What follows belongs to an exercise in optimizing a design on an open flow for small area and a short achievable clock period; a production flow would make more cautious choices.
In this exercise RTL edits were held to simulation tests only and were not proved equivalent to the original.

==> flow/design.v, too long to show whole: its modules and the start of the top module <==
// module awgn_ctrl: 35 lines
// module uniform_bank: 97 lines
// module clt_sum: 105 lines
// module noise_scale: 1433 lines
// module awgn_gen: 52 lines
module awgn_gen (
	input  wire logic clk,
	input  wire logic rst_n,
	input  wire logic run,
	input  wire logic [snr_pkg::snr_width-1:0] snr_db,
	input  wire logic snr_load,
	output logic signed [awgn_pkg::sample_width-1:0] awgn_out,
	output logic signed [awgn_pkg::quant_width-1:0] awgn_out_quant,
	output logic signed [snr_pkg::noise_width-1:0] noise_out,
	output logic sample_valid,
	output logic snr_err
);
  // ...
==> flow/run.sh <==
#!/bin/bash
# synth_recipe.tcl (not shown) runs the flow's synth.tcl, then flattens the netlist and writes it again
# the make line also repeats each setting of config.mk as NAME=value (left out here)
make -C /OpenROAD-flow-scripts/flow DESIGN_CONFIG=/design/flow/config.mk WORK_HOME=/design/flow/orfs CLKGATE_MAP_FILE= SYNTH_SCRIPT=/design/flow/synth_recipe.tcl finish
==> flow/config.mk <==
export PLATFORM = sky130hd
export DESIGN_NAME = awgn_gen
export DESIGN_NICKNAME = awgn_gen
export VERILOG_FILES = /design/flow/design.v
export SDC_FILE = /design/flow/constraint.sdc
export NUM_CORES = 4
export LEC_CHECK = 0
export ABC_CLOCK_PERIOD_IN_PS = 2000
export CAP_MARGIN = 20
export CORE_MARGIN = 2
export CORE_UTILIZATION = 60
export SETUP_SLACK_MARGIN = 4.8
export SLEW_MARGIN = 20
export SYNTH_MEMORY_MAX_BITS = 16384
==> flow/constraint.sdc <==
create_clock -name core_clock -period 7.5 [get_ports {clk}]
set_input_delay 1.5000 -clock core_clock [delete_from_list [all_inputs] [get_ports {clk}]]
set_output_delay 1.5000 -clock core_clock [all_outputs]
set_load 0.01 [all_outputs]
==> flow_metrics.tcl, run 1 <==
set metrics [dict create \
    outcome "complete, no violations" \
    synth_xor_area_frac 0.213 \
    ys_top_cells_by_count "xnor2_1, dfrtp_1, nand2_1" \
    grt_max_degree 69 \
    wl_met1_mm 8.95 \
    clock-sinks 89 \
    crit_chain "inv_1 -> fa_1 -> inv_1 -> fa_1 -> ha_4 -> a21o_4 -> a221oi_2 -> nor2_1 -> a211oi_2" \
    r2r-end "clt_sum_i.sum_word[31]$_DFFE_PN0P_" \
    dominant-cell-class "multi-input combinational cells" \
    hp-start "awgn_ctrl_i.valid_sr[1]$_DFF_PN0_" \
    signal_buffers 121 \
    drive_gt1_frac 0.232 \
    largest_reg_flops 32 \
    fin_util 0.739 \
    final_common_cell "xnor2_1" \
    gp_congestion 0.922 \
    clk_path_buf_depth 2 \
    multi_input_area_um2 5360 \
    setup-tns-final_ps 0 \
    startpoint_type "register" \
    drt_wl_total_mm 20.6 \
    root_buffer "clkbuf_16" \
    grtUsageMet3 0.0454 \
    fp.dieW_um 119 \
    tightest_slew_ps 744 \
    met1_usage 0.406 \
    multi_input_cells 654 \
    final_cell_count_no_fill 1099 \
    finalCriticalPeriod_ps 2690 \
    grt_pass1_vias 6462 \
    cts_setup_buffers 44 \
    finalClockSkew_ps 9.75 \
]
==> run 2, diff against run 1 <==
==> flow/flow/run.sh (new file) <==
#!/bin/bash
# Standard layout, with the port buffers made from buf_2 cells instead of
# the default pick (a slow delay buffer). Each tool's output goes to a log here.
set -euo pipefail
export BUFFER_PORTS_ARGS="-buffer_cell sky130_fd_sc_hd__buf_2"
bash standard.sh > standard_make.log 2>&1
==> flow/standard.sh (new file) <==
#!/bin/bash
# synth_recipe.tcl (not shown) runs the flow's synth.tcl, then flattens the netlist and writes it again
# the make line also repeats each setting of config.mk as NAME=value (left out here)
make -C /OpenROAD-flow-scripts/flow DESIGN_CONFIG=/design/flow/config.mk WORK_HOME=/design/flow/orfs CLKGATE_MAP_FILE= SYNTH_SCRIPT=/design/flow/synth_recipe.tcl "${@:-finish}"
removed: flow/run.sh
==> flow_metrics.tcl, run 2 <==
set metrics [dict create \
    finalClockSkew_ps 12.0 \
    drt_pass1_iterations 8 \
    synth_edf_count 0 \
    crit_end "clt_sum_i.sum_word[28]$_DFFE_PN0P_" \
    regMostFlops "clt_sum_i.sum_word" \
    numCtsBuffers 9 \
    drtIter0Drc 756 \
    ys_async_sr_fraction 0.910 \
    clk_latency_ps 350 \
    port_buffers 56 \
    relSlewSlack 0.476 \
    root_buffer "clkbuf_16" \
    clk_path_buf_depth 2 \
    synth_top_area_frac 0.203 \
    clock-sinks 89 \
    fp.dieW_um 119 \
    crit_chain "ha_2 -> fa_2 -> xnor2_2 -> a211oi_4 -> and4_2 -> nor3_1 -> a211oi_1 -> xnor2_1 -> a21oi_1" \
    slew_violations 0 \
    drive_gt1_frac 0.239 \
    ys_seq_area_frac 0.279 \
    drt_wl_total_mm 19.5 \
    gp_congestion 0.946 \
    finalCriticalPeriod_ps 2660 \
    r2r-end "clt_sum_i.sum_word[28]$_DFFE_PN0P_" \
    yosys_warnings 4 \
    fp.dieArea_um2 14100 \
    crit_path_end_kind "register" \
    avgSynthCellArea_um2 9.14 \
    syn_to_final_growth_pct 12.6 \
    tightest_slew_ps 783 \
    cts.reportedPaths.clkPinSlew_ps 70 \
    final_cell_count_no_fill 1076 \
    htreeDepth 3 \
    pre_cts_slack_ps 4590 \
    hold_viol 0 \
    startpoint_type "register" \
    synth.most_common_cell "xnor2_1" \
    cts_tree "built" \
    fin_ws_ps 4840 \
    synth_ff_type "dfrtp_1" \
    syn_nets 922 \
    setup_viol 0 \
    grt_setup_unrepaired "yes" \
    start_util 0.621 \
    synth_cells 865 \
    crit_path_max_fanout 5 \
    num_rows 41 \
    r2r_slack_ps 4840 \
    core_area_um2 12700 \
    cp.arrival_ps 2860 \
    dp_cells 1024 \
    grt_max_degree 69 \
    reg_top3 "clt_sum_i.sum_word: 32 flops, uniform_bank_i.z: 28 flops, noise_scale_i.quant: 7 flops" \
    r2r-start "clt_sum_i.sum_word[1]$_DFFE_PN0P_" \
    cp_slowest_cell "dfrtp_1" \
    ys_ff_latch 89 \
    ys_top_cells_by_count "xnor2_1, dfrtp_1, nand2_1" \
    synth_top_cells_by_area "dfrtp_1, xnor2_1, dfstp_2" \
    boundaryPins 57 \
    grt_overflow_total 0 \
    antenna_found_initial 1 \
    drcViolationCount 0 \
    critPathRequiredTime_ps 7700 \
    hold_path_class "register to register" \
    synth_area_um2 7900 \
    critPathLaunch "clt_sum_i.sum_word[1]$_DFFE_PN0P_" \
    largest_reg_flops 32 \
    fin_nets 955 \
    grtUsageTotal 0.279 \
    synth_top_cell_by_area "dfrtp_1" \
    cpPeakStageDelay_ps 410 \
    hold_buffers 0 \
    grt_pass1_wl_mm 31.8 \
    die_h_um 119 \
    fin_crit_sh 0.354 \
    drtAntennaViolNets 0 \
    mostFrequentLayoutCells "xnor2_1, dfrtp_1, buf_2" \
    dpl.hpwl_mm 13.0 \
    routedWlPerCell_um 18.2 \
    rr_worst_depth 9 \
    final_common_cell "xnor2_1" \
    worstSetupPathType "register to register" \
    setup-tns-final_ps 0 \
    grt_pass1_vias 6280 \
    outcome "complete, no violations" \
    ys_types 87 \
    via_per_inst 5.99 \
    vias 6441 \
    fmax_mhz 376 \
    drv_cap 0 \
]
## run 2: cells by family (layout without fill, tap and decap cells)
kind of cell | count (synthesis) | after routing | share of synthesized area
compound gates | 182 | 182 | 0.155
buf+inv | 122 | 160 | 0.0687
flops | 89 | 89 | 0.279
xor+xnor | 184 | 184 | 0.213
simple gates | 215 | 215 | 0.152
other cells | 1 | 2 | 0.000474
fa+ha+maj | 50 | 50 | 0.0988
mux | 22 | 22 | 0.0321
## run 2: area by class of cell
type	count	area, µm²
diodes	1	2.50
clock inverters	5	60.1
well taps	172	215
fillers	1058	3820
clock buffers	11	253
inverters	47	179
repair buffers	97	621
multi-input cells	654	5340
flip-flops and latches	89	2230
## run 2: repair_timing
item / in CTS / in global routing
resized for setup: 27 / 29
cloned: 0 / 0
setup endpoints to repair: 23 / 23
setup buffers: 21 / 14
pin swaps: 13 / 18
## run 2: how the worst min path moves through the flow
stage,from,to,slack [ps],cells past startpoint
after floorplan,awgn_ctrl_i.valid_sr[1]$_DFF_PN0_,awgn_ctrl_i.valid_sr[2]$_DFF_PN0_,330,0
after global placement,awgn_ctrl_i.valid_sr[1]$_DFF_PN0_,awgn_ctrl_i.valid_sr[2]$_DFF_PN0_,340,0
after detailed placement,awgn_ctrl_i.valid_sr[1]$_DFF_PN0_,awgn_ctrl_i.valid_sr[2]$_DFF_PN0_,340,0
after CTS,awgn_ctrl_i.valid_sr[2]$_DFF_PN0_,awgn_ctrl_i.valid_sr[3]$_DFF_PN0_,360,0
after global routing,awgn_ctrl_i.valid_sr[2]$_DFF_PN0_,awgn_ctrl_i.valid_sr[3]$_DFF_PN0_,370,0
final,awgn_ctrl_i.valid_sr[2]$_DFF_PN0_,awgn_ctrl_i.valid_sr[3]$_DFF_PN0_,360,0
## run 2: metal layers
layer / GRT usage / part of all wire
met5: 0 / 0
met3: 0.0405 / 0.050
met2: 0.449 / 0.48
met4: 0.0848 / 0.019
met1: 0.389 / 0.45
## run 2: worst max-delay path: cells and delay by family (launching register included)
kind            cells  cell delay [ps]
compound gates      3              740
simple gates        2              450
xor+xnor            2              330
flops               1              410
fa+ha+maj           2              570
## run 2: stage by stage
step	hold WS (ps)	cell area [µm²]	util
2_1_floorplan	331	7920	-
3_3_place_gp	340	8090	0.636
3_5_place_dp	343	8090	0.636
4_1_cts	361	8670	0.681
5_1_grt	369	8900	0.699
6_report	359	8900	0.699
==> run 3, diff against run 2 <==
--- a/flow/flow/run.sh
+++ b/flow/flow/run.sh
@@ -5,2 +5,3 @@
 export BUFFER_PORTS_ARGS="-buffer_cell sky130_fd_sc_hd__buf_2"
+export RECOVER_POWER=100
 bash standard.sh > standard_make.log 2>&1
==> flow_metrics.tcl, run 3 <==
set metrics [dict create \
    avgSynthCellArea_um2 9.14 \
    drt_wl_total_mm 19.6 \
    drt_pass1_iterations 5 \
    drv_cap 7 \
    boundaryPins 57 \
    yosys_warnings 4 \
    violations "max-capacitance violations, max-slew violations" \
    ys_async_sr_fraction 0.910 \
    crit_path_max_fanout 40 \
    finalCriticalPeriod_ps 3740 \
    fp.dieW_um 119 \
    port_buffers 56 \
    regMostFlops "clt_sum_i.sum_word" \
    synth_top_cells_by_area "dfrtp_1, xnor2_1, dfstp_2" \
    fp.dieArea_um2 14100 \
    outcome "failed layout checks" \
    ys_types 87 \
    num_antenna_cells 0 \
    crit_path_end_kind "register" \
    fillers 1103 \
    r2r-end "noise_scale_i.noise_r[1]$_DFF_PN0_" \
    num_rows 41 \
    synth_area_um2 7900 \
    synth_edf_count 0 \
    rr_worst_depth 8 \
    numCtsBuffers 9 \
    setup_viol 0 \
    tightest_slew_ps 2740 \
    grt_max_degree 69 \
    r2r_slack_ps 3760 \
    critPathLaunch "noise_scale_i.quant[6]$_DFF_PN0_" \
    via_per_inst 6.02 \
    start_util 0.621 \
    syn_nets 922 \
    fin_util 0.689 \
    pre_cts_slack_ps 4590 \
    root_buffer "clkbuf_16" \
    fin_nets 955 \
    synth_top_cell_by_area "dfrtp_1" \
    fmax_mhz 268 \
    synth_cells 865 \
    reg_top3 "clt_sum_i.sum_word: 32 flops, uniform_bank_i.z: 28 flops, noise_scale_i.quant: 7 flops" \
    r2r-start "noise_scale_i.quant[6]$_DFF_PN0_" \
    vias 6476 \
    final_common_cell "xnor2_1" \
    startpoint_type "register" \
    synth_ff_type "dfrtp_1" \
    worstSetupPathType "register to register" \
    relSlewSlack -0.825 \
    cts_tree "built" \
    grtUsageTotal 0.279 \
    grt_overflow_total 0 \
    gp_congestion 0.946 \
    hold_viol 0 \
    core_area_um2 12700 \
    setup-tns-final_ps 0 \
    clock-sinks 89 \
    clk_path_buf_depth 2 \
    ys_seq_area_frac 0.279 \
    finalClockSkew_ps 11.4 \
    htreeDepth 3 \
    routedWlPerCell_um 18.3 \
    ys_top_cells_by_count "xnor2_1, dfrtp_1, nand2_1" \
    grt_pass1_wl_mm 31.8 \
    die_h_um 119 \
    crit_end "noise_scale_i.noise_r[1]$_DFF_PN0_" \
    cp.arrival_ps 3960 \
    mostFrequentLayoutCells "xnor2_1, dfrtp_1, clkbuf_1" \
    cts.reportedPaths.clkPinSlew_ps 70 \
    drtAntennaViolNets 0 \
    critPathRequiredTime_ps 7720 \
    ys_ff_latch 89 \
    grt_setup_unrepaired "yes" \
    synth_top_area_frac 0.203 \
    hold_path_class "register to register" \
    slew_violations 294 \
    largest_reg_flops 32 \
    hold_buffers 0 \
    fin_ws_ps 3760 \
    fin_crit_sh 0.498 \
    dpl.hpwl_mm 13.0 \
    clk_latency_ps 360 \
    synth.most_common_cell "xnor2_1" \
    syn_to_final_growth_pct 10.8 \
    drtIter0Drc 692 \
    drcViolationCount 0 \
    grt_pass1_vias 6280 \
    antenna_found_initial 0 \
    drive_gt1_frac 0.174 \
]
-- run 3: what timing repair did --
item	CTS	global route
hold endpoints to repair	0	0
setup buffers	21	14
pin swaps	13	18
resized for setup	27	29
gates cloned	0	0
setup endpoints to repair	23	23
-- run 3: cell families (layout without fill, tap and decap cells) --
logic type	after synthesis	in the layout	share of synthesized area
AND/OR/NAND/NOR	215	215	0.152
other	1	1	0.000474
multiplexers	22	22	0.0321
adder cells (fa/ha/maj)	50	50	0.0988
flip-flops	89	89	0.279
buffers and inverters	122	160	0.0687
XOR/XNOR	184	184	0.213
AO/OA/AOI/OAI	182	182	0.155
-- run 3: worst max-delay path, stage by stage (launching register included) --
cell and delay [ps]:
dfrtp_1 320, clkbuf_1 1160, clkinv_1 690, nor4_1 410, a311oi_1 90, o21bai_1 240, mux2_2 320, a221oi_1 240
o22ai_1 130
-- run 3: how the worst min path moves through the flow --
stage | from | to | slack, ps | cells after the start
detailed placement | awgn_ctrl_i.valid_sr[1]$_DFF_PN0_ | awgn_ctrl_i.valid_sr[2]$_DFF_PN0_ | 340 | 0
floorplan | awgn_ctrl_i.valid_sr[1]$_DFF_PN0_ | awgn_ctrl_i.valid_sr[2]$_DFF_PN0_ | 330 | 0
global placement | awgn_ctrl_i.valid_sr[1]$_DFF_PN0_ | awgn_ctrl_i.valid_sr[2]$_DFF_PN0_ | 340 | 0
global route | awgn_ctrl_i.valid_sr[2]$_DFF_PN0_ | awgn_ctrl_i.valid_sr[3]$_DFF_PN0_ | 370 | 0
CTS | awgn_ctrl_i.valid_sr[2]$_DFF_PN0_ | awgn_ctrl_i.valid_sr[3]$_DFF_PN0_ | 360 | 0
finish | awgn_ctrl_i.valid_sr[2]$_DFF_PN0_ | awgn_ctrl_i.valid_sr[3]$_DFF_PN0_ | 360 | 0
-- run 3: per-stage QoR --
stage / hold slack (ps) / std cells / instance area [µm²]
6_report: 360 / 1075 / 8760
5_1_grt: 369 / 1075 / 8760
4_1_cts: 361 / 1061 / 8670
3_5_place_dp: 343 / 1024 / 8090
3_3_place_gp: 340 / 1024 / 8090
2_1_floorplan: 331 / 865 / 7920
-- run 3: final cells by class --
class	instances	area, µm²	share of cell area
Inverter	47	179	0.0204
Clock inverter	5	60.1	0.00686
Clock buffer	11	253	0.0289
Tap cell	172	215	0.0246
Multi-Input combinational cell	654	5320	0.607
Sequential cell	89	2220	0.254
Timing Repair Buffer	97	515	0.0588
-- run 3: per-layer routing --
| metal | track usage | part of all wire | vias up |
|---|---|---|---|
| li1 | - | - | 3050 |
| met1 | 0.389 | 0.45 | 3186 |
| met2 | 0.449 | 0.48 | 210 |
| met3 | 0.0405 | 0.048 | 30 |
| met4 | 0.0848 | 0.019 | 0 |
| met5 | 0 | 0 | - |
==> run 4, diff against run 3 <==
--- a/flow/flow/run.sh
+++ b/flow/flow/run.sh
@@ -5,3 +5,2 @@
 export BUFFER_PORTS_ARGS="-buffer_cell sky130_fd_sc_hd__buf_2"
-export RECOVER_POWER=100
 bash standard.sh > standard_make.log 2>&1
--- a/flow/config.mk
+++ b/flow/config.mk
@@ -11,3 +11,3 @@
 export CORE_UTILIZATION = 60
-export SETUP_SLACK_MARGIN = 4.8
+export SETUP_SLACK_MARGIN = 5.0
 export SLEW_MARGIN = 20
==> flow_metrics.tcl, run 4 <==
set metrics [dict create \
    outcome "complete, no violations" \
    via_per_inst 6.04 \
    cp.arrival_ps 2830 \
    cp_slowest_cell "fa_2" \
    yosys.area_share.simple 0.152 \
    design_area_um2 9840 \
    cpPeakStageDelay_ps 590 \
    worstSetupPathType "register to register" \
    rr_worst_depth 11 \
    setup_viol 0 \
    clk_path_buf_depth 2 \
    drv_cap 0 \
    boundaryPins 57 \
    r2r_slack_ps 4870 \
    synth.mux.area_fraction 0.0321 \
    drt_wl_total_mm 21.8 \
    routedWlPerCell_um 19.2 \
    clk_latency_ps 350 \
    finalClockSkew_ps 8.17 \
    synth_edf_count 0 \
    synth_area_um2 7900 \
    grtUsageTotal 0.310 \
    grt_setup_unrepaired "yes" \
    antenna_found_initial 0 \
    path_buf_inv 3 \
    gp_congestion 0.948 \
    slew_violations 0 \
    critPathLaunch "clt_sum_i.sum_word[26]$_DFFE_PN0P_" \
    grt_overflow_total 0 \
    ys_types 87 \
    synth_top_family_by_area "XOR/XNOR gates" \
    finalCriticalPeriod_ps 2630 \
    dpl-instance-area_um2 8240 \
    drcViolationCount 0 \
    ys_ff_latch 89 \
    grt_pass1_wl_mm 35.0 \
    worst-path-stages 11 \
    mostFrequentLayoutCells "xnor2_1, buf_4, buf_2" \
    synth_ff_type "dfrtp_1" \
    dpl.hpwl_mm 13.0 \
    ys_top_cells_by_count "xnor2_1, dfrtp_1, nand2_1" \
    crit_chain "inv_2 -> fa_2 -> inv_2 -> ha_4 -> ha_4 -> inv_2 -> fa_2 -> o211ai_2 -> a41oi_2 -> xor2_1 -> a22oi_1" \
    tightest_slew_ps 786 \
    hold_path_class "register to register" \
    relSlewSlack 0.476 \
    hold_viol 0 \
    cts.reportedPaths.clkPinSlew_ps 70 \
    critPathMostFrequentCell "inv_2" \
    fp.dieArea_um2 14100 \
    drive_gt1_frac 0.345 \
    synth_cells 865 \
    largest_reg_flops 32 \
    whs_ps 367 \
    synth_compound_area_frac 0.155 \
    synth_top_cells_by_area "dfrtp_1, xnor2_1, dfstp_2" \
    fin_util 0.774 \
    critPathTopFamily "adder cells" \
    die_h_um 119 \
    fin_nets 1013 \
    htreeDepth 3 \
    cts_tree "built" \
    ys_seq_area_frac 0.279 \
    synth_xor_area_frac 0.213 \
    fp.dieW_um 119 \
    drtIter0Drc 808 \
    critPathRequiredTime_ps 7690 \
    fin_crit_sh 0.351 \
    core_area_um2 12700 \
    syn_nets 922 \
    clock-sinks 89 \
    synth_top_area_frac 0.203 \
    root_buffer "clkbuf_16" \
    setup-tns-final_ps 0 \
    vias 6843 \
    fmax_mhz 380 \
    final_common_cell "xnor2_1" \
    start_util 0.621 \
    drt_pass1_iterations 5 \
    num_antenna_cells 0 \
    yosys_warnings 4 \
    grt_max_degree 82 \
    num_rows 41 \
    avgSynthCellArea_um2 9.14 \
    drtAntennaViolNets 0 \
    hold_buffers 0 \
    regMostFlops "clt_sum_i.sum_word" \
    port_buffers 56 \
    startpoint_type "register" \
    synth.most_common_cell "xnor2_1" \
    r2r-start "clt_sum_i.sum_word[26]$_DFFE_PN0P_" \
    reg_top3 "clt_sum_i.sum_word: 32 flops, uniform_bank_i.z: 28 flops, noise_scale_i.quant: 7 flops" \
    synth_top_cell_by_area "dfrtp_1" \
    ys_async_sr_fraction 0.910 \
    synth_fa_ha_area_frac 0.0988 \
    syn_to_final_growth_pct 24.5 \
    crit_path_end_kind "register" \
    crit_end "clt_sum_i.sum_word[29]$_DFFE_PN0P_" \
    r2r-end "clt_sum_i.sum_word[29]$_DFFE_PN0P_" \
    grt_pass1_vias 6633 \
    crit_path_max_fanout 3 \
    numCtsBuffers 9 \
]
## run 4: changes by cell type in the layout (fill, tap and decap cells not counted), moves of 12 or more
cell      before  now
clkbuf_1      52    2
buf_4         32   80
buf_2         10   49
dfrtp_1       58   31
dfrtp_2        6   31
buf_6          2   14
## run 4: how the worst min path moves through the flow
stage	from	endpoint	slack (ps)	cells after the start
3_3_place_gp	awgn_ctrl_i.valid_sr[1]$_DFF_PN0_	awgn_ctrl_i.valid_sr[2]$_DFF_PN0_	340	0
5_1_grt	awgn_ctrl_i.valid_sr[1]$_DFF_PN0_	awgn_ctrl_i.valid_sr[2]$_DFF_PN0_	390	0
6_report	awgn_ctrl_i.valid_sr[1]$_DFF_PN0_	awgn_ctrl_i.valid_sr[2]$_DFF_PN0_	370	0
3_5_place_dp	awgn_ctrl_i.valid_sr[1]$_DFF_PN0_	awgn_ctrl_i.valid_sr[2]$_DFF_PN0_	350	0
2_1_floorplan	awgn_ctrl_i.valid_sr[1]$_DFF_PN0_	awgn_ctrl_i.valid_sr[2]$_DFF_PN0_	330	0
4_1_cts	awgn_ctrl_i.valid_sr[1]$_DFF_PN0_	awgn_ctrl_i.valid_sr[2]$_DFF_PN0_	360	0
## run 4: final cells by class
type                            instances  area, µm²
Multi-Input combinational cell        654       5560
Fill cell                             882       2880
Sequential cell                        89       2260
Timing Repair Buffer                  155       1310
Clock buffer                           12        246
Tap cell                              172        215
Inverter                               47        179
Clock inverter                          4       77.6
## run 4: timing repair
item / 4_1_cts / 5_1_grt
resized for setup: 74 / 39
gates cloned: 5 / 0
endpoints found under the hold margin: 0 / 0
setup buffers: 59 / 30
setup endpoints to repair: 50 / 51
pin swaps: 28 / 42
## run 4: cells by family after synthesis
| group | Yosys count |
|---|---|
| other | 1 |
| and+or+nand+nor | 215 |
| muxes | 22 |
| DFF | 89 |
| adders and majority gates | 50 |
| buffers and inverters | 122 |
| xor gates and xnor gates | 184 |
| AOI/OAI and AO/OA | 182 |
## run 4: routing by layer
metal / track usage / vias to the layer above / part of all wire
met2: 0.501 / 304 / 0.49
met4: 0.103 / 0 / 0.028
li1: - / 3167 / -
met3: 0.0598 / 56 / 0.070
met1: 0.418 / 3316 / 0.42
met5: 0 / - / 0
## run 4: through the flow
step | std cells | worst slack [ps]
detailed placement | 1023 | 4400
finish | 1133 | 4870
CTS | 1103 | 4870
global placement | 1023 | 4550
floorplan | 865 | 4970
global route | 1133 | 4720
==> run 5, diff against run 4 <==
--- a/flow/config.mk
+++ b/flow/config.mk
@@ -11,3 +11,3 @@
 export CORE_UTILIZATION = 60
-export SETUP_SLACK_MARGIN = 5.0
+export SETUP_SLACK_MARGIN = 4.5
 export SLEW_MARGIN = 20
==> flow_metrics.tcl, run 5 <==
set metrics [dict create \
    drt_wl_total_mm 18.4 \
    routedWlPerCell_um 17.7 \
    critPathRequiredTime_ps 7680 \
    ys_async_sr_fraction 0.910 \
    boundaryPins 57 \
    synth_cells 865 \
    largest_reg_flops 32 \
    relSlewSlack 0.278 \
    yosys_warnings 4 \
    numCtsBuffers 9 \
    clock-sinks 89 \
    num_antenna_cells 0 \
    outcome "complete, no violations" \
    startpoint_type "register" \
    avgSynthCellArea_um2 9.14 \
    finalClockSkew_ps 6.25 \
    num_rows 41 \
    cpPeakStageDelay_ps 530 \
    via_per_inst 6.02 \
    fmax_mhz 344 \
    worstSetupPathType "register to register" \
    synth_top_area_frac 0.203 \
    vias 6251 \
    die_h_um 119 \
    synth_top_cells_by_area "dfrtp_1, xnor2_1, dfstp_2" \
    gp_congestion 0.907 \
    ys_seq_area_frac 0.279 \
    finalCriticalPeriod_ps 2900 \
    setup_viol 0 \
    clk_path_buf_depth 2 \
    synth.most_common_cell "xnor2_1" \
    cp_slowest_cell "fa_1" \
    synth_ff_type "dfrtp_1" \
    fp.dieArea_um2 14100 \
    ys_ff_latch 89 \
    hold_buffers 0 \
    grt_pass1_vias 5910 \
    cp.arrival_ps 3090 \
    grt_setup_unrepaired "yes" \
    grt_pass1_wl_mm 30.7 \
    hold_viol 0 \
    final_common_cell "xnor2_1" \
    htreeDepth 3 \
    root_buffer "clkbuf_16" \
    drtIter0Drc 523 \
    port_buffers 56 \
    setup-tns-final_ps 0 \
    grtUsageTotal 0.269 \
    core_area_um2 12700 \
    synth_top_cell_by_area "dfrtp_1" \
    mostFrequentLayoutCells "xnor2_1, dfrtp_1, buf_2" \
    crit_chain "inv_1 -> fa_1 -> inv_1 -> ha_1 -> ha_1 -> nor4_2 -> nand4_1 -> buf_4 -> a211oi_1 -> a211oi_1 -> xnor2_1 -> a21oi_1" \
    fp.dieW_um 119 \
    fin_nets 919 \
    drive_gt1_frac 0.167 \
    crit_path_end_kind "register" \
    synth_area_um2 7900 \
    crit_path_max_fanout 4 \
    syn_nets 922 \
    drtAntennaViolNets 0 \
    antenna_found_initial 0 \
    cts.reportedPaths.clkPinSlew_ps 70 \
    dpl.hpwl_mm 13.2 \
    ys_top_cells_by_count "xnor2_1, dfrtp_1, nand2_1" \
    drv_cap 0 \
    tightest_slew_ps 1080 \
    grt_overflow_total 0 \
    regMostFlops "clt_sum_i.sum_word" \
    drt_pass1_iterations 5 \
    clk_latency_ps 350 \
    hold_path_class "register to register" \
    slew_violations 0 \
    synth_edf_count 0 \
    ys_types 87 \
    reg_top3 "clt_sum_i.sum_word: 32 flops, uniform_bank_i.z: 28 flops, noise_scale_i.quant: 7 flops" \
    grt_max_degree 69 \
    drcViolationCount 0 \
    syn_to_final_growth_pct 6.49 \
    cts_tree "built" \
    start_util 0.621 \
    fin_crit_sh 0.387 \
]
[run 5: final cells by class]
class / instances / area (µm²)
Clock buffer: 11 / 243
Timing Repair Buffer: 61 / 320
Tap cell: 172 / 215
Sequential cell: 89 / 2220
Clock inverter: 5 / 61.3
Fill cell: 1092 / 4310
Multi-Input combinational cell: 654 / 5180
Inverter: 47 / 176
[run 5: critical path, delay by kind of cell, from the launching register on]
kind / cells / cell delay (ps)
compound gates: 3 / 390
xor+xnor: 1 / 260
fa+ha+maj: 3 / 1070
buf+inv: 3 / 320
flops: 1 / 390
simple gates: 2 / 310
[run 5: cell families (layout without fill, tap and decap cells)]
family                   Yosys count  count (layout)  share of synthesized area
AO/OA/AOI/OAI                    182             182                      0.155
buffers and inverters            122             124                     0.0687
other                              1               1                   0.000474
adder cells (fa/ha/maj)           50              50                     0.0988
flip-flops                        89              89                      0.279
multiplexers                      22              22                     0.0321
XOR/XNOR                         184             184                      0.213
AND/OR/NAND/NOR                  215             215                      0.152
[run 5: routing by layer]
layer	track usage	vias to the layer above	wire, µm
li1	-	2976	-
met3	0.0439	25	1070
met4	0.0841	0	333
met1	0.381	3044	8550
met2	0.422	206	8410
met5	0	-	0
[run 5: worst paths after layout]
kind                                                           end  depth (start not counted)                                from  slack (ps)
worst max-delay path            clt_sum_i.sum_word[28]$_DFFE_PN0P_                         12  clt_sum_i.sum_word[27]$_DFFE_PN0P_        4600
worst min-delay path             awgn_ctrl_i.valid_sr[3]$_DFF_PN0_                          0   awgn_ctrl_i.valid_sr[2]$_DFF_PN0_         350
worst max register to register  clt_sum_i.sum_word[28]$_DFFE_PN0P_                         12  clt_sum_i.sum_word[27]$_DFFE_PN0P_        4600
worst min register to register   awgn_ctrl_i.valid_sr[3]$_DFF_PN0_                          0   awgn_ctrl_i.valid_sr[2]$_DFF_PN0_         350
max in group asynchronous        awgn_ctrl_i.valid_sr[0]$_DFF_PN0_                          2                               rst_n        5350
min in group asynchronous       noise_scale_i.noise_r[0]$_DFF_PN0_                          1                               rst_n        1030
[run 5: through the flow]
step | hold WS, ps | setup WS [ps] | area [µm²] | instances | utilization
floorplan | 331 | 4670 | 7900 | 865 | -
global placement | 334 | 4580 | 8070 | 1022 | 0.634
detailed placement | 335 | 4490 | 8070 | 1022 | 0.634
CTS | 350 | 4510 | 8380 | 1039 | 0.659
global route | 353 | 4450 | 8420 | 1039 | 0.662
finish | 349 | 4600 | 8420 | 1039 | 0.662
[run 5: repair_timing]
action	4_1_cts	5_1_grt
gates cloned	0	0
endpoints found under the setup margin	4	7
pin swaps	1	4
setup buffers	1	0
hold endpoints to repair	0	0
gates resized for setup	3	7
==> run 6, diff against run 5 <==
--- a/flow/config.mk
+++ b/flow/config.mk
@@ -11,3 +11,3 @@
 export CORE_UTILIZATION = 60
-export SETUP_SLACK_MARGIN = 4.5
+export SETUP_SLACK_MARGIN = 4.7
 export SLEW_MARGIN = 20
==> flow_metrics.tcl, run 6 <==
set metrics [dict create \
    hold_path_class "register to register" \
    drt_wl_total_mm 19.4 \
    whs_ps 352 \
    tightest_slew_ps 757 \
    fp.dieArea_um2 14100 \
    setup-tns-final_ps 0 \
    synth_edf_count 0 \
    start_util 0.621 \
    critPathRequiredTime_ps 7740 \
    drtAntennaViolNets 0 \
    synth_cells 865 \
    fin_util 0.686 \
    synth_area_um2 7900 \
    ys_seq_area_frac 0.279 \
    reg_top3 "clt_sum_i.sum_word: 32 flops, uniform_bank_i.z: 28 flops, noise_scale_i.quant: 7 flops" \
    fillers 1058 \
    largest_reg_flops 32 \
    num_antenna_cells 0 \
    crit_path_max_fanout 8 \
    htreeDepth 3 \
    grt_setup_unrepaired "yes" \
    avgSynthCellArea_um2 9.14 \
    clock-sinks 89 \
    grt_max_degree 69 \
    syn_nets 922 \
    pre_cts_slack_ps 4570 \
    synth_top_cells_by_area "dfrtp_1, xnor2_1, dfstp_2" \
    worstSetupPathType "register to register" \
    grt_overflow_total 0 \
    drcViolationCount 0 \
    drive_gt1_frac 0.213 \
    drtIter0Drc 637 \
    grt_pass1_wl_mm 31.7 \
    fp.dieW_um 119 \
    drt_pass1_iterations 6 \
    ys_async_sr_fraction 0.910 \
    die_h_um 119 \
    hold_buffers 0 \
    yosys_warnings 4 \
    fin_crit_sh 0.376 \
    grtUsageTotal 0.280 \
    syn_to_final_growth_pct 10.4 \
    vias 6272 \
    synth_ff_type "dfrtp_1" \
    fin_ws_ps 4680 \
    clk_latency_ps 360 \
    routedWlPerCell_um 18.3 \
    finalClockSkew_ps 10.0 \
    drv_cap 0 \
    antenna_found_initial 0 \
    ys_types 87 \
    fmax_mhz 354 \
    fin_nets 941 \
    cp.arrival_ps 3060 \
    grt_pass1_vias 6050 \
    relSlewSlack 0.494 \
    core_area_um2 12700 \
    mostFrequentLayoutCells "xnor2_1, dfrtp_1, buf_2" \
    port_buffers 56 \
    crit_path_end_kind "register" \
    cts_tree "built" \
    root_buffer "clkbuf_16" \
    startpoint_type "register" \
    dpl.hpwl_mm 13.2 \
    ys_top_cells_by_count "xnor2_1, dfrtp_1, nand2_1" \
    gp_congestion 0.948 \
    ys_ff_latch 89 \
    outcome "complete, no violations" \
    finalCriticalPeriod_ps 2820 \
    synth.most_common_cell "xnor2_1" \
    numCtsBuffers 9 \
    final_common_cell "xnor2_1" \
    boundaryPins 57 \
    regMostFlops "clt_sum_i.sum_word" \
    clk_path_buf_depth 2 \
    setup_viol 0 \
    via_per_inst 5.91 \
    hold_viol 0 \
    num_rows 41 \
    synth_top_area_frac 0.203 \
    slew_violations 0 \
    cts.reportedPaths.clkPinSlew_ps 70 \
    synth_top_cell_by_area "dfrtp_1" \
]
[run 6: cells by family (layout without fill, tap and decap cells)]
kind of cell    Yosys count  count (layout)  share of synthesized area
simple gates            215             215                      0.152
xor+xnor                184             184                      0.213
compound gates          182             182                      0.155
buf+inv                 122             146                     0.0687
flops                    89              89                      0.279
fa+ha+maj                50              50                     0.0988
mux                      22              22                     0.0321
other cells               1               1                   0.000474
[run 6: layer usage]
layer  part of all wire  track usage  routed length [µm]
met4              0.015       0.0789                 293
met2               0.47        0.448                9170
met3              0.049       0.0328                 950
met5                  0            0                   0
met1               0.46        0.402                8990
[run 6: final cells by class]
class	instances	area, µm²	area share
Multi-Input combinational cell	654	5270	0.605
Sequential cell	89	2230	0.256
Tap cell	172	215	0.0247
Clock buffer	9	225	0.0258
Clock inverter	7	109	0.0125
Timing Repair Buffer	83	493	0.0565
Inverter	47	176	0.0202
[run 6: path summary, 6_finish.rpt]
path / startpoint / to / slack [ps] / cells past startpoint
worst min-delay path: awgn_ctrl_i.valid_sr[2]$_DFF_PN0_ / awgn_ctrl_i.valid_sr[3]$_DFF_PN0_ / 350 / 0
worst max register to register: clt_sum_i.n0[3]$_DFF_P_ / clt_sum_i.sum_word[31]$_DFFE_PN0P_ / 4680 / 9
min in group asynchronous: rst_n / clt_sum_i.sum_word[3]$_DFFE_PN0P_ / 1070 / 1
worst max-delay path: clt_sum_i.n0[3]$_DFF_P_ / clt_sum_i.sum_word[31]$_DFFE_PN0P_ / 4680 / 9
worst min register to register: awgn_ctrl_i.valid_sr[2]$_DFF_PN0_ / awgn_ctrl_i.valid_sr[3]$_DFF_PN0_ / 350 / 0
max in group asynchronous: rst_n / noise_scale_i.quant[2]$_DFF_PN0_ / 5290 / 2
[run 6: worst max-delay path: stages, from the launching register on]
cell,delay (ps)
dfxtp_4,410
inv_1,90
fa_1,510
inv_1,50
fa_1,390
ha_1,400
a21o_2,320
a221oi_2,320
buf_4,150
a211oi_1,60
[run 6: per-stage QoR]
step,cell area [µm²],cells
2_1_floorplan,7900,865
3_3_place_gp,8070,1022
3_5_place_dp,8070,1022
4_1_cts,8500,1045
5_1_grt,8720,1061
6_report,8720,1061
[run 6: what timing repair did]
item	4_1_cts	5_1_grt
pin swaps	7	19
setup buffers	7	16
setup endpoints to repair	13	17
resized for setup	14	25
hold endpoints to repair	0	0
==> run 7, diff against run 6 <==
--- a/flow/config.mk
+++ b/flow/config.mk
@@ -11,3 +11,5 @@
 export CORE_UTILIZATION = 60
-export SETUP_SLACK_MARGIN = 4.7
+export CTS_BUF_LIST = sky130_fd_sc_hd__clkbuf_4 sky130_fd_sc_hd__clkbuf_8
+export CTS_CLUSTER_SIZE = 30
+export SETUP_SLACK_MARGIN = 4.8
 export SLEW_MARGIN = 20
==> flow_metrics.tcl, run 7 <==
set metrics [dict create \
    startpoint_type "register" \
    synth.most_common_cell "xnor2_1" \
    design_area_um2 8790 \
    final_common_cell "xnor2_1" \
    cp.arrival_ps 2910 \
    rr_worst_depth 9 \
    drcViolationCount 0 \
    drtIter0Drc 617 \
    grt_overflow_total 0 \
    grt_pass1_vias 6214 \
    clk_path_buf_depth 2 \
    fp.dieW_um 119 \
    clock-sinks 89 \
    worstSetupPathType "register to register" \
    fin_ws_ps 4820 \
    final_cell_count_no_fill 1070 \
    grt_pass1_wl_mm 31.7 \
    gp_congestion 0.946 \
    synth_edf_count 0 \
    drtAntennaViolNets 0 \
    synth_fa_ha_area_frac 0.0988 \
    grtUsageTotal 0.278 \
    outcome "complete, no violations" \
    fin_nets 949 \
    synth.mux.area_fraction 0.0321 \
    worst_hold_path.num_cells 0 \
    ys_ff_latch 89 \
    slew_violations 0 \
    mostFrequentLayoutCells "xnor2_1, buf_2, dfrtp_1" \
    largest_reg_flops 32 \
    synth_top_area_frac 0.203 \
    ys_seq_area_frac 0.279 \
    reg_top3 "clt_sum_i.sum_word: 32 flops, uniform_bank_i.z: 28 flops, noise_scale_i.quant: 7 flops" \
    num_rows 41 \
    dp_cells 1024 \
    synth_top_cells_by_area "dfrtp_1, xnor2_1, dfstp_2" \
    crit_path_end_kind "register" \
    fin_crit_sh 0.357 \
    ys_top_cells_by_count "xnor2_1, dfrtp_1, nand2_1" \
    syn_nets 922 \
    via_per_inst 5.99 \
    core_area_um2 12700 \
    drt_wl_total_mm 19.4 \
    ys_types 87 \
    grt_setup_unrepaired "yes" \
    synth_top_cell_by_area "dfrtp_1" \
    relSlewSlack 0.517 \
    cts.reportedPaths.clkPinSlew_ps 100 \
    yosys.area_share.simple 0.152 \
    avgSynthCellArea_um2 9.14 \
    start_util 0.621 \
    dpl.hpwl_mm 13.0 \
    tightest_slew_ps 722 \
    vias 6409 \
    die_h_um 119 \
    clk_latency_ps 380 \
    finalClockSkew_ps 16.0 \
    fmax_mhz 373 \
    antenna_found_initial 1 \
    crit_path_max_fanout 5 \
    synth_xor_area_frac 0.213 \
    pre_cts_slack_ps 4590 \
    synth_top_family_by_area "XOR/XNOR gates" \
    grt_max_degree 69 \
    drv_cap 0 \
    synth_compound_area_frac 0.155 \
    cts_tree "built" \
    htreeDepth 3 \
    yosys_warnings 4 \
    fp.dieArea_um2 14100 \
    fillers 1076 \
    hold_path_class "register to register" \
    syn_to_final_growth_pct 11.2 \
    routedWlPerCell_um 18.2 \
    synth_ff_type "dfrtp_1" \
    hold_viol 0 \
    drive_gt1_frac 0.239 \
    synth_area_um2 7900 \
    drt_pass1_iterations 5 \
    synth_cells 865 \
    port_buffers 56 \
    setup-tns-final_ps 0 \
    root_buffer "clkbuf_8" \
    numCtsBuffers 9 \
    critPathRequiredTime_ps 7740 \
    dpl-instance-area_um2 8090 \
    regMostFlops "clt_sum_i.sum_word" \
    setup_viol 0 \
    finalCriticalPeriod_ps 2680 \
    boundaryPins 57 \
    ys_async_sr_fraction 0.910 \
]
## run 7: cell counts after synthesis
No cell type changed its count.
## run 7: kinds of logic after synthesis
kind of cell / count (synthesis)
AO/OA/AOI/OAI: 182
XOR/XNOR: 184
adder cells (fa/ha/maj): 50
buffers and inverters: 122
flip-flops: 89
multiplexers: 22
other: 1
AND/OR/NAND/NOR: 215
## run 7: worst paths after layout
| check | from | to | slack, ps |
|---|---|---|---|
| max | clt_sum_i.sum_word[1]$_DFFE_PN0P_ | clt_sum_i.sum_word[28]$_DFFE_PN0P_ | 4820 |
| min reg2reg | awgn_ctrl_i.valid_sr[2]$_DFF_PN0_ | awgn_ctrl_i.valid_sr[3]$_DFF_PN0_ | 370 |
| max in group asynchronous | rst_n | noise_scale_i.quant[2]$_DFF_PN0_ | 5360 |
| max reg2reg | clt_sum_i.sum_word[1]$_DFFE_PN0P_ | clt_sum_i.sum_word[28]$_DFFE_PN0P_ | 4820 |
| min in group asynchronous | rst_n | noise_scale_i.noise_r[0]$_DFF_PN0_ | 1040 |
| min | awgn_ctrl_i.valid_sr[2]$_DFF_PN0_ | awgn_ctrl_i.valid_sr[3]$_DFF_PN0_ | 370 |
## run 7: per-stage QoR
step	utilization	hold slack [ps]
after CTS	0.673	369
after global placement	0.636	340
final	0.691	365
after floorplan	-	331
after global routing	0.691	377
after detailed placement	0.636	343
## run 7: worst max-delay path, cell delays in order (launching register included)
cell and delay, ps:
dfrtp_1 410, ha_2 220, fa_2 360, xnor2_2 170, a211oi_4 350, and4_2 370
nor3_1 80, a211oi_1 320, xnor2_1 160, a21oi_1 80
## run 7: per-layer routing
layer	GRT usage	routed length, µm	vias to the layer above
li1	-	-	3043
met1	0.391	8650	3122
met2	0.441	9210	204
met3	0.0381	1050	40
met4	0.0930	507	0
met5	0	0	-
## run 7: timing repair
item                       4_1_cts  5_1_grt
resized for setup               29       39
setup endpoints to repair       23       29
pin swaps                       13       18
setup buffers                   20        9
hold buffers                     0        0
## run 7: cell type report
cell class	instances	area (µm²)	area share
sequential	89	2230	0.254
multi-input combinational	654	5350	0.609
antenna	1	2.50	0.000285
clock inverter	5	60.1	0.00683
inverter	47	179	0.0204
tap	172	215	0.0245
clock buffer	11	151	0.0172
timing repair buffer	91	598	0.0681
==> run 8, diff against run 7 <==
==> flow/run.sh (new file) <==
#!/bin/bash
# synth_recipe.tcl (not shown) runs the flow's synth.tcl, then flattens the netlist and writes it again
# the make line also repeats each setting of config.mk as NAME=value (left out here)
make -C /OpenROAD-flow-scripts/flow DESIGN_CONFIG=/design/flow/config.mk WORK_HOME=/design/flow/orfs CLKGATE_MAP_FILE= SYNTH_SCRIPT=/design/flow/synth_recipe.tcl finish
--- a/flow/config.mk
+++ b/flow/config.mk
@@ -10,6 +10,4 @@
 export CORE_MARGIN = 2
-export CORE_UTILIZATION = 60
-export CTS_BUF_LIST = sky130_fd_sc_hd__clkbuf_4 sky130_fd_sc_hd__clkbuf_8
-export CTS_CLUSTER_SIZE = 30
-export SETUP_SLACK_MARGIN = 4.8
+export CORE_UTILIZATION = 40
+export SETUP_SLACK_MARGIN = 5.0
 export SLEW_MARGIN = 20
removed: flow/flow/run.sh
removed: flow/standard.sh
==> flow_metrics.tcl, run 8 <==
set metrics [dict create \
    ys_seq_area_frac 0.279 \
    synth_cells 865 \
    boundaryPins 57 \
    yosys_warnings 4 \
    syn_to_final_growth_pct 25.7 \
    fmax_mhz 384 \
    synth_ff_type "dfrtp_1" \
    drt_wl_total_mm 21.9 \
    finalClockSkew_ps 11.5 \
    drtAntennaViolNets 0 \
    drt_pass1_iterations 9 \
    via_per_inst 5.45 \
    drv_cap 0 \
    drcViolationCount 0 \
    critPathMostFrequentCell "ha_4" \
    synth_edf_count 0 \
    drive_gt1_frac 0.334 \
    clk_latency_ps 360 \
    setup_viol 0 \
    crit_chain "inv_1 -> fa_1 -> inv_2 -> ha_4 -> ha_4 -> nor4_4 -> nand4_1 -> o2111a_1 -> a221oi_2 -> buf_4 -> a211oi_2" \
    clock-sinks 89 \
    start_util 0.407 \
    grt_max_degree 69 \
    slew_violations 0 \
    grt_pass1_wl_mm 35.1 \
    synth_top_area_frac 0.203 \
    fp.dieArea_um2 20900 \
    syn_nets 922 \
    worstSetupPathType "register to register" \
    grt_setup_unrepaired "yes" \
    synth.most_common_cell "xnor2_1" \
    path_buf_inv 3 \
    ys_ff_latch 89 \
    synth_top_cell_by_area "dfrtp_1" \
    port_buffers 56 \
    crit_path_max_fanout 3 \
    tightest_slew_ps 776 \
    core_area_um2 19400 \
    hold_path_class "register to register" \
    routedWlPerCell_um 17.9 \
    drtIter0Drc 525 \
    critPathRequiredTime_ps 7740 \
    synth_area_um2 7900 \
    die_h_um 145 \
    antenna_found_initial 0 \
    fillers 1798 \
    relSlewSlack 0.483 \
    dpl.hpwl_mm 13.2 \
    htreeDepth 3 \
    fin_nets 1011 \
    synth_top_cells_by_area "dfrtp_1, xnor2_1, dfstp_2" \
    regMostFlops "clt_sum_i.sum_word" \
    fin_ws_ps 4890 \
    cts.reportedPaths.clkPinSlew_ps 80 \
    grt_pass1_vias 6433 \
    fin_crit_sh 0.348 \
    pre_cts_slack_ps 4430 \
    gp_congestion 0.898 \
    outcome "complete, no violations" \
    num_rows 51 \
    cts_tree "built" \
    critPathTopFamily "adder cells" \
    numCtsBuffers 9 \
    ys_async_sr_fraction 0.910 \
    num_antenna_cells 0 \
    crit_path_end_kind "register" \
    grtUsageTotal 0.217 \
    final_common_cell "xnor2_1" \
    fin_util 0.512 \
    startpoint_type "register" \
    cpPeakStageDelay_ps 520 \
    root_buffer "clkbuf_16" \
    avgSynthCellArea_um2 9.14 \
    hold_buffers 0 \
    fp.dieW_um 145 \
    reg_top3 "clt_sum_i.sum_word: 32 flops, uniform_bank_i.z: 28 flops, noise_scale_i.quant: 7 flops" \
    ys_types 87 \
    setup-tns-final_ps 0 \
    finalCriticalPeriod_ps 2610 \
    ys_top_cells_by_count "xnor2_1, dfrtp_1, nand2_1" \
    grt_overflow_total 0 \
    vias 6671 \
    largest_reg_flops 32 \
    cp.arrival_ps 2850 \
    mostFrequentLayoutCells "xnor2_1, buf_4, nand2_1" \
    hold_viol 0 \
    clk_path_buf_depth 2 \
    cp_slowest_cell "fa_1" \
]
-- run 8: cells by family (layout without fill, tap and decap cells) --
family          count (synthesis)  count (layout)  synth area share
compound gates                182             182             0.155
xor+xnor                      184             184             0.213
fa+ha+maj                      50              50            0.0988
buf+inv                       122             216            0.0687
flops                          89              89             0.279
mux                            22              22            0.0321
other cells                     1               1          0.000474
simple gates                  215             215             0.152
-- run 8: layout make-up --
class                   instances  area, µm²  area share
clock buffers                   9        225      0.0227
clock inverters                 7       95.1     0.00957
multi-input cells             654       5490       0.552
well taps                     265        332      0.0334
inverters                      47        179      0.0180
repair buffers                153       1360       0.137
flip-flops and latches         89       2260       0.227
-- run 8: through the flow --
| stage | area, µm² | cells | hold slack (ps) |
|---|---|---|---|
| 4_1_cts | 9710 | 1208 | 354 |
| 5_1_grt | 9930 | 1224 | 372 |
| 2_1_floorplan | 8130 | 865 | 331 |
| 3_3_place_gp | 8660 | 1119 | 333 |
| 3_5_place_dp | 8660 | 1119 | 337 |
| 6_report | 9930 | 1224 | 353 |
-- run 8: timing repair --
item / 4_1_cts / 5_1_grt
pin swaps: 21 / 32
endpoints found under the setup margin: 74 / 43
gates cloned: 7 / 0
hold endpoints to repair: 0 / 0
setup buffers: 66 / 16
resized for setup: 249 / 43
-- run 8: worst paths after layout --
| kind | slack (ps) | cells past startpoint | startpoint | to |
|---|---|---|---|---|
| max | 4890 | 11 | clt_sum_i.sum_word[27]$_DFFE_PN0P_ | clt_sum_i.sum_word[31]$_DFFE_PN0P_ |
| min | 350 | 0 | awgn_ctrl_i.valid_sr[2]$_DFF_PN0_ | awgn_ctrl_i.valid_sr[3]$_DFF_PN0_ |
| max reg2reg | 4890 | 11 | clt_sum_i.sum_word[27]$_DFFE_PN0P_ | clt_sum_i.sum_word[31]$_DFFE_PN0P_ |
| min reg2reg | 350 | 0 | awgn_ctrl_i.valid_sr[2]$_DFF_PN0_ | awgn_ctrl_i.valid_sr[3]$_DFF_PN0_ |
| max in group asynchronous | 5320 | 2 | rst_n | noise_scale_i.quant[0]$_DFF_PN0_ |
| min in group asynchronous | 1030 | 1 | rst_n | noise_scale_i.noise_r[0]$_DFF_PN0_ |
-- run 8: worst register-to-register path: stages, from the launching register on --
cell	delay (ps)
dfrtp_1	390
inv_1	70
fa_1	520
inv_2	50
ha_4	230
ha_4	160
nor4_4	120
nand4_1	180
o2111a_1	300
a221oi_2	260
buf_4	160
a211oi_2	60
-- run 8: layer usage --
layer  track usage  routed length (µm)  vias up
met1         0.297                9940     3195
met2         0.351               10300      247
met5             0                   0        -
met3        0.0364                1100       59
met4        0.0705                 568        0
li1              -                   -     3170
==> run 9, diff against run 8 <==
--- a/flow/config.mk
+++ b/flow/config.mk
@@ -11,3 +11,3 @@
 export CORE_UTILIZATION = 40
-export SETUP_SLACK_MARGIN = 5.0
+export SETUP_SLACK_MARGIN = 4.6
 export SLEW_MARGIN = 20
==> flow_metrics.tcl, run 9 <==
set metrics [dict create \
    outcome "complete, no violations" \
    dpl-instance-area_um2 8490 \
    cpPeakStageDelay_ps 570 \
    synth_top_area_frac 0.203 \
    multi_input_area_um2 5190 \
    cts.reportedPaths.clkPinSlew_ps 70 \
    relSlewSlack 0.460 \
    reg_top3 "clt_sum_i.sum_word: 32 flops, uniform_bank_i.z: 28 flops, noise_scale_i.quant: 7 flops" \
    final_common_cell "xnor2_1" \
    num_antenna_cells 0 \
    drive_gt1_frac 0.175 \
    hold_path_class "register to register" \
    cp_slowest_cell "clkdlybuf4s50_1" \
    largest_reg_flops 32 \
    grt_pass1_wl_mm 31.7 \
    via_per_inst 5.33 \
    critPathRequiredTime_ps 6000 \
    vias 6257 \
    tightest_slew_ps 810 \
    synth_ff_type "dfrtp_1" \
    clock-sinks 89 \
    port_buffers 56 \
    htreeDepth 3 \
    grt_setup_unrepaired "no" \
    worstSetupPathType "register to output pin" \
    synth_edf_count 0 \
    mostFrequentLayoutCells "xnor2_1, nand2_1, clkdlybuf4s50_1" \
    routedWlPerCell_um 16.3 \
    fp.dieArea_um2 20900 \
    worst_hold_path.num_cells 0 \
    fin_nets 960 \
    synth_top_cell_by_area "dfrtp_1" \
    root_buffer "clkbuf_16" \
    ys_top_cells_by_count "xnor2_1, dfrtp_1, nand2_1" \
    start_util 0.407 \
    drtAntennaViolNets 0 \
    fp.dieW_um 145 \
    grt_overflow_total 0 \
    avgSynthCellArea_um2 9.14 \
    core_area_um2 19400 \
    drcViolationCount 0 \
    cts_tree "built" \
    fin_util 0.480 \
    critPathTopFamily "buffers and inverters" \
    yosys_warnings 4 \
    drtIter0Drc 429 \
    synth_compound_area_frac 0.155 \
    gp_congestion 0.881 \
    finalClockSkew_ps 10.4 \
    clk_path_buf_depth 2 \
    fin_crit_sh 0.381 \
    pre_cts_slack_ps 4500 \
    synth_xor_area_frac 0.213 \
    path_buf_inv 1 \
    num_rows 51 \
    die_h_um 145 \
    boundaryPins 57 \
    synth_top_family_by_area "XOR/XNOR gates" \
    design_area_um2 9310 \
    regMostFlops "clt_sum_i.sum_word" \
    crit_chain "clkdlybuf4s50_1" \
    drt_wl_total_mm 19.2 \
    grt_pass1_vias 6018 \
    antenna_found_initial 0 \
    syn_to_final_growth_pct 17.7 \
    syn_nets 922 \
    yosys.area_share.simple 0.152 \
    fmax_mhz 350 \
    grtUsageTotal 0.191 \
    synth_fa_ha_area_frac 0.0988 \
    ys_async_sr_fraction 0.910 \
    ys_types 87 \
    numCtsBuffers 9 \
    fillers 1854 \
    rr_worst_depth 6 \
    regArea_um2 2250 \
    clk_latency_ps 360 \
    dpl.hpwl_mm 12.9 \
    ys_ff_latch 89 \
    setup_viol 0 \
    synth.most_common_cell "xnor2_1" \
    finalCriticalPeriod_ps 2860 \
    drv_cap 0 \
    synth_area_um2 7900 \
    fin_ws_ps 4640 \
    setup-tns-final_ps 0 \
    worst-path-stages 1 \
    hold_viol 0 \
    crit_path_max_fanout 6 \
    synth_cells 865 \
    synth_top_cells_by_area "dfrtp_1, xnor2_1, dfstp_2" \
    ys_seq_area_frac 0.279 \
    crit_path_end_kind "output pin" \
    cp.arrival_ps 1360 \
    synth.mux.area_fraction 0.0321 \
    grt_max_degree 69 \
    drt_pass1_iterations 5 \
    startpoint_type "register" \
    slew_violations 0 \
]
-- run 9: metal layers --
metal  track usage  wire (µm)  vias to the layer above
met1         0.270       9260                     3053
met2         0.304       8860                      121
met4        0.0491        317                        0
met3        0.0331        724                       29
met5             0          0                        -
li1              -          -                     3054
-- run 9: metrics by stage --
step,hold slack [ps],std cells
after detailed placement,338,1119
after global placement,335,1119
after CTS,352,1149
after floorplan,331,865
after global routing,368,1173
final,353,1173
-- run 9: worst reg2reg max path: cells and delay by family (launching register included) --
kind | cells | cell delay (ps)
adder cells (fa/ha/maj) | 4 | 1630
flip-flops | 1 | 540
AND/OR/NAND/NOR | 1 | 260
AO/OA/AOI/OAI | 1 | 250
-- run 9: worst paths after layout --
| check | endpoint | slack (ps) | startpoint |
|---|---|---|---|
| setup reg to reg | clt_sum_i.m[3]$_DFF_P_ | 4720 | uniform_bank_i.z[8]$_DFFE_PN0P_ |
| hold / removal | awgn_ctrl_i.valid_sr[2]$_DFF_PN0_ | 350 | awgn_ctrl_i.valid_sr[1]$_DFF_PN0_ |
| hold reg to reg | awgn_ctrl_i.valid_sr[2]$_DFF_PN0_ | 350 | awgn_ctrl_i.valid_sr[1]$_DFF_PN0_ |
| min in group asynchronous | noise_scale_i.noise_r[1]$_DFF_PN0_ | 1040 | rst_n |
| setup / recovery | awgn_out[4] | 4640 | clt_sum_i.sum_word[4]$_DFFE_PN0P_ |
| max in group asynchronous | awgn_ctrl_i.valid_sr[0]$_DFF_PN0_ | 5310 | rst_n |
-- run 9: cells by family after synthesis --
logic type	Yosys count
fa+ha+maj	50
buf+inv	122
xor+xnor	184
compound gates	182
simple gates	215
mux	22
other cells	1
flops	89
-- run 9: final cells by class --
type | instances | share of cell area
Multi-Input combinational cell | 654 | 0.558
Sequential cell | 89 | 0.241
Timing Repair Buffer | 102 | 0.111
Tap cell | 265 | 0.0356
Clock buffer | 12 | 0.0265
Inverter | 47 | 0.0190
Clock inverter | 4 | 0.00820
-- run 9: what timing repair did --
action,CTS,global route
setup buffers,11,24
hold buffers,0,0
hold endpoints to repair,0,0
endpoints found under the setup margin,32,23
gates cloned,3,0
gates resized for setup,47,12
pin swaps,4,12

[port drivers added, routing unchanged]
No port has a modelled driver above. Below, the same layouts with a new extraction and two added sets of constraints.
Step 1 sets driving cells, clkbuf_16 on the clock port and buf_2 on the other inputs (assumed; they add their load-dependent delay and slew).
Step 2 adds t to the input delays and takes it off the output delays; t is the mean of the earliest and latest rising clock arrival at the registers after step 1. Input paths then give back, and output paths get back, about the clock's delay inside the block.
a / b / c = ideal ports / drivers / drivers and shift; a / b = the first two.
| run | t (ns) | setup slack, ns | latest minus earliest clock arrival (ns) | worst data-port slew with drivers (ns) |
|---|---|---|---|---|
| run 1 | 0.397 | 4.813 / 4.789 / 4.547 | 0.010 / 0.010 | 0.06 |
| run 2 | 0.391 | 4.842 / 4.810 / 4.839 | 0.012 / 0.012 | 0.07 |
| run 3 | 0.393 | 3.763 / 3.763 / 3.763 | 0.012 / 0.011 | 0.06 |
| run 4 | 0.397 | 4.866 / 4.850 / 4.836 | 0.009 / 0.009 | 0.05 |
| run 5 | 0.388 | 4.597 / 4.597 / 4.597 | 0.009 / 0.009 | 0.03 |
| run 6 | 0.396 | 4.677 / 4.677 / 4.677 | 0.010 / 0.010 | 0.05 |
| run 7 | 0.412 | 4.821 / 4.801 / 4.821 | 0.016 / 0.016 | 0.07 |
| run 8 | 0.406 | 4.893 / 4.888 / 4.687 | 0.014 / 0.014 | 0.04 |
| run 9 | 0.390 | 4.644 / 4.604 / 4.436 | 0.011 / 0.011 | 0.03 |
For run 1, which loses most, drivers alone change the setup slack by -0.024 ns; drivers and shift together by -0.266 ns.
